From an optimization exercise on the open Yosys and OpenROAD flow, aimed at small area; shortcuts taken in it are not production practice. Where RTL was checked, it was by simulation tests only, not by an equivalence proof against the original. Power is estimated from default activity; no workload was simulated.

main:
// deadline_ordered_alarm_queue
module deadline_ordered_alarm_queue (
   input  logic                          clock,
   input  logic                          reset,
   input  logic                          start,
   output logic                          busy,
   input  logic [doaq_pkg::OP_W-1:0]     req_op,
   input  logic [doaq_pkg::SLOT_W-1:0]   req_alarm_slot,
   input  logic [doaq_pkg::DELAY_W-1:0]  req_delay_ms,
   input  logic                          csr_wr_en,
   input  logic [doaq_pkg::THRESH_W-1:0] csr_wr_data,
   output logic                          rsp_valid,
   output logic                          rsp_kind,
   output logic [doaq_pkg::SLOT_W-1:0]   rsp_slot_out,
   output logic [doaq_pkg::MODE_W-1:0]   rsp_wake_mode,
   output logic [doaq_pkg::DELAY_W-1:0]  rsp_next_delay_ms,
   output logic                          rsp_last
);
==> module deadline_ordered_alarm_queue, before the edit <==
module deadline_ordered_alarm_queue (
   input  logic                          clock,
   input  logic                          reset,
   input  logic                          start,
   output logic                          busy,
   input  logic [doaq_pkg::OP_W-1:0]     req_op,
   input  logic [doaq_pkg::SLOT_W-1:0]   req_alarm_slot,
   input  logic [doaq_pkg::DELAY_W-1:0]  req_delay_ms,
   input  logic                          csr_wr_en,
   input  logic [doaq_pkg::THRESH_W-1:0] csr_wr_data,
   output logic                          rsp_valid,
   output logic                          rsp_kind,
   output logic [doaq_pkg::SLOT_W-1:0]   rsp_slot_out,
   output logic [doaq_pkg::MODE_W-1:0]   rsp_wake_mode,
   output logic [doaq_pkg::DELAY_W-1:0]  rsp_next_delay_ms,
   output logic                          rsp_last
);
   localparam int N = doaq_pkg::NUM_ALARMS;
   localparam int EW = doaq_pkg::SLOT_W + doaq_pkg::DELAY_W;
   localparam int TB = doaq_pkg::TIME_BITS;
   localparam logic [2:0] S_IDLE = 3'd0;
   localparam logic [2:0] S_WAIT = 3'd1;
   localparam logic [2:0] S_WAITL = 3'd2;
   localparam logic [2:0] S_DEL = 3'd3;
   localparam logic [2:0] S_PICK = 3'd4;
   localparam logic [2:0] S_INS = 3'd5;
   localparam logic [2:0] S_TICK = 3'd6;
   localparam logic [2:0] S_FIN = 3'd7;
   logic [N*EW-1:0]  ring_ff;
   logic [TB-1:0]    tr_ff;
   logic [3:0]       ph_ff;
   logic [3:0]       lab_ff;
   logic             tz_ff;
   logic             adv_ff, adv_in;
   logic             tc_ff;
   logic [4:0]       count_ff, count_in;
   logic [2:0]       state_ff, state_in;
   logic [1:0]       op_ff;
   logic [3:0]       slot_ff;
   logic [EW-1:0]    c_ff, c_in;
   logic             carry_ff, carry_in;
   logic [doaq_pkg::THRESH_W-1:0] thresh_ff;
   logic [EW-1:0]    e0, dec0, o;
   logic             lab0, lab15, ph15;
   logic             e0_zero, v0, cr, tgt, place, cmp, hsel, adv_pass, relabel;
   logic             accept, fin0, fire, nonempty;
   logic [TB-1:0]    tsnap;
   logic             tmax, tnear;
   logic [2:0]       tchunk;
   logic [3:0]       tsum;
   assign e0 = ring_ff[EW-1:0];
   assign e0_zero = (e0[31:0] == 32'd0);
   assign nonempty = (count_ff != 5'd0);
   assign lab0 = (lab_ff == 4'd0);
   assign lab15 = (lab_ff == 4'd15);
   assign ph15 = (ph_ff == 4'd15);
   assign v0 = ({1'b0, lab_ff} < count_ff);
   assign fin0 = (state_ff == S_FIN) && lab0;
   assign fire = fin0 && (op_ff == doaq_pkg::OP_TICK) && nonempty && e0_zero;
   assign busy = (state_ff != S_IDLE) && !(fin0 && !fire);
   assign accept = start && !busy;
   assign tsnap = {tr_ff[2:0], tr_ff[TB-1:3]};
   assign tmax = !tz_ff && (tsnap == '1);
   assign tnear = !tz_ff && (tsnap[TB-1:32] == '1);
   assign hsel = (state_ff == S_WAIT) && ph15 && (op_ff == doaq_pkg::OP_SET) && tnear;
   assign adv_pass = (state_ff == S_TICK) && adv_ff;
   assign dec0 = {e0[35:32], e0[31:0] - {31'd0, adv_pass && !e0_zero}};
   assign cmp = (c_ff[31:0] <= (hsel ? ~tsnap[31:0] : e0[31:0]));
   assign cr = (state_ff == S_PICK) ||
               (((state_ff == S_DEL) || (state_ff == S_INS)) && carry_ff);
   assign tgt = (state_ff == S_DEL) && carry_ff && v0 && (e0[35:32] == slot_ff);
   assign place = (state_ff == S_INS) && !carry_ff && (!v0 || cmp);
   assign o = (cr || place) ? c_ff : dec0;
   assign relabel = fire || ((state_ff == S_DEL) && lab15);
   assign tchunk = tz_ff ? 3'd0 : tr_ff[2:0];
   assign tsum = {1'b0, tchunk} + {3'd0, (ph_ff == 4'd0) ? adv_pass : tc_ff};
   always_comb begin
      state_in = state_ff;
      count_in = count_ff;
      carry_in = carry_ff;
      adv_in = adv_ff;
      c_in = c_ff;
      if (cr || place) c_in = dec0;
      if (hsel && !cmp) c_in[31:0] = ~tsnap[31:0];
      case (state_ff)
         S_WAIT: begin
            if (ph15) begin
               adv_in = !tmax;
               state_in = (op_ff == doaq_pkg::OP_TICK) ? S_TICK :
                          (op_ff == 2'd3) ? S_FIN : S_WAITL;
            end
         end
         S_WAITL: begin
            if (lab15) begin
               state_in = S_DEL;
               carry_in = 1'b1;
            end
         end
         S_DEL: begin
            if (tgt) carry_in = 1'b0;
            if (lab15) begin
               count_in = count_ff - {4'd0, !carry_in};
               state_in = (op_ff == doaq_pkg::OP_SET) ? S_PICK : S_FIN;
            end
         end
         S_PICK: begin
            carry_in = 1'b0;
            state_in = S_INS;
         end
         S_INS: begin
            if (place) carry_in = 1'b1;
            if (lab15) begin
               count_in = count_ff + 5'd1;
               state_in = S_FIN;
            end
         end
         S_TICK: if (ph15) state_in = S_FIN;
         S_FIN: begin
            if (fire) count_in = count_ff - 5'd1;
            else if (lab0) state_in = S_IDLE;
         end
         default: ;
      endcase
      if ((state_in == S_FIN) && (state_ff != S_FIN)) c_in = {4'd0, 12'd0, thresh_ff};
      if (accept) begin
         c_in = {req_alarm_slot, req_delay_ms};
         state_in = S_WAIT;
      end
   end
   always_ff @(posedge clock) begin
      if (reset) begin
         state_ff <= S_IDLE;
         count_ff <= '0;
         ph_ff <= '0;
         lab_ff <= '0;
         tz_ff <= 1'b1;
         thresh_ff <= doaq_pkg::THRESH_RESET;
      end else begin
         state_ff <= state_in;
         count_ff <= count_in;
         ph_ff <= ph_ff + 4'd1;
         lab_ff <= lab_ff + {3'd0, !relabel};
         if (ph15) tz_ff <= 1'b0;
         if (csr_wr_en) thresh_ff <= csr_wr_data;
      end
   end
   always_ff @(posedge clock) begin
      ring_ff <= {o, ring_ff[N*EW-1:EW]};
      tr_ff <= {tsum[2:0], tr_ff[TB-1:3]};
      tc_ff <= tsum[3];
      c_ff <= c_in;
      carry_ff <= carry_in;
      adv_ff <= adv_in;
      if (accept) begin
         op_ff <= req_op;
         slot_ff <= req_alarm_slot;
      end
   end
   assign rsp_valid = fin0;
   assign rsp_kind = fire;
   assign rsp_last = !fire;
   assign rsp_slot_out = nonempty ? e0[35:32] : 4'd0;
   assign rsp_next_delay_ms = nonempty ? e0[31:0] : 32'd0;
   assign rsp_wake_mode = (!nonempty || fire) ? 2'd0 :
                          (cmp ? 2'd2 : 2'd1);
endmodule
==> flow/config.mk <==
export PLATFORM = sky130hd
export DESIGN_NAME = deadline_ordered_alarm_queue
export DESIGN_NICKNAME = deadline_ordered_alarm_queue
export VERILOG_FILES = /design/flow/design.v
export SDC_FILE = /design/flow/constraint.sdc
export NUM_CORES = 4
export LEC_CHECK = 0
export CAP_MARGIN = 20
export CORE_MARGIN = 2
export CORE_UTILIZATION = 40
export CTS_BUF_LIST = sky130_fd_sc_hd__clkbuf_16
export CTS_CLUSTER_DIAMETER = 60
export CTS_CLUSTER_SIZE = 24
export SLEW_MARGIN = 20
==> flow/constraint.sdc <==
create_clock -name core_clock -period 8.0 [get_ports {clock}]
set_input_delay 1.6000 -clock core_clock [delete_from_list [all_inputs] [get_ports {clock}]]
set_output_delay 1.6000 -clock core_clock [all_outputs]
set_load 0.01 [all_outputs]
run.sh (not shown) runs the stock make flow with config.mk's settings and CLKGATE_MAP_FILE= SYNTH_SCRIPT=/design/flow/synth_recipe.tcl, a recipe that flattens the netlist after the stock synthesis.
No stage failed in main, and the final checks on the layout all came back clean.
#### Input delta (the feature branch over main)
--- a/flow/design.v
+++ b/flow/design.v
@@ -42,7 +42,7 @@
    logic [N*EW-1:0]  ring_ff;
    logic [TB-1:0]    tr_ff;
    logic [3:0]       ph_ff;
-   logic [3:0]       lab_ff;
+   logic [3:0]       hd_ff;
    logic             tz_ff;
    logic             adv_ff, adv_in;
    logic             tc_ff;
@@ -54,6 +54,7 @@
    logic             carry_ff, carry_in;
    logic [doaq_pkg::THRESH_W-1:0] thresh_ff;
    logic [EW-1:0]    e0, dec0, o;
+   logic [3:0]       lab;
    logic             lab0, lab15, ph15;
    logic             e0_zero, v0, cr, tgt, place, cmp, hsel, adv_pass, relabel;
    logic             accept, fin0, fire, nonempty;
@@ -64,10 +65,11 @@
    assign e0 = ring_ff[EW-1:0];
    assign e0_zero = (e0[31:0] == 32'd0);
    assign nonempty = (count_ff != 5'd0);
-   assign lab0 = (lab_ff == 4'd0);
-   assign lab15 = (lab_ff == 4'd15);
+   assign lab = ph_ff - hd_ff;
+   assign lab0 = (lab == 4'd0);
+   assign lab15 = (lab == 4'd15);
    assign ph15 = (ph_ff == 4'd15);
-   assign v0 = ({1'b0, lab_ff} < count_ff);
+   assign v0 = ({1'b0, lab} < count_ff);
    assign fin0 = (state_ff == S_FIN) && lab0;
    assign fire = fin0 && (op_ff == doaq_pkg::OP_TICK) && nonempty && e0_zero;
    assign busy = (state_ff != S_IDLE) && !(fin0 && !fire);
@@ -145,14 +147,14 @@
          state_ff <= S_IDLE;
          count_ff <= '0;
          ph_ff <= '0;
-         lab_ff <= '0;
+         hd_ff <= '0;
          tz_ff <= 1'b1;
          thresh_ff <= doaq_pkg::THRESH_RESET;
       end else begin
          state_ff <= state_in;
          count_ff <= count_in;
          ph_ff <= ph_ff + 4'd1;
-         lab_ff <= lab_ff + {3'd0, !relabel};
+         hd_ff <= hd_ff + {3'd0, relabel};
          if (ph15) tz_ff <= 1'b0;
          if (csr_wr_en) thresh_ff <= csr_wr_data;
       end
==> comparison <==
- Going from main to the feature branch, the multi-input combinational cell area was found to have gone up by 7.0%.
- [the feature branch] total iterations of the first detailed-routing run rose 1 relative to main
- Diff the feature branch..main | portion of netlist area occupied by mux cells | negligible
- Per the comparison of the feature branch with main, number of DRC markers after the initial detailed-route iteration went up; final period utilization shows an increase of 5.7 points; maximum clock rate fell by 6.2%; total vias in the final route went up.
- Non-clock buffer count went down slightly going from main to the feature branch.
- Slack of the critical path delta (the feature branch − main): unfavourable
- The feature branch reached the final stage; the timing, design-rule and antenna checks on its layout passed.
- Per the comparison of the feature branch with main, synthesized cell count now larger, maximum vdd drop saw an increase.
- Of main and the feature branch, the higher sequential cell area share belongs to main.
- Overall power of the completed layout | the feature branch above main
- Wire length on met1, main and the feature branch: smaller value in main
Only the layout flow was run in the feature branch; the RTL was not checked for function there.

-- re-timing with driven ports --
The flow's constraints put no driver on any port. The routed layouts listed below were extracted and timed again, unchanged, in two steps.
Step 1 (the two cells are an assumption about what drives the block):
set clk [get_ports {clock}]
set_driving_cell -lib_cell sky130_fd_sc_hd__clkbuf_16 $clk
set_driving_cell -lib_cell sky130_fd_sc_hd__buf_2 [delete_from_list [all_inputs] $clk]
Step 2 also shifts input and output timing later by t, the mid clock arrival at the registers, as if the neighbouring blocks saw the same clock.
Three values: ideal, step 1, step 2; two values: the first two.
| run | shift t [ns] | slack for setup (ns) | worst setup path after step 2 |
|---|---|---|---|
| main | 0.621 | 1.128 / 1.074 / 1.695 | register to output |
| the feature branch | 0.625 | 0.674 / 0.623 / 1.248 | register to output |
After both steps setup and hold are still met in every run listed.
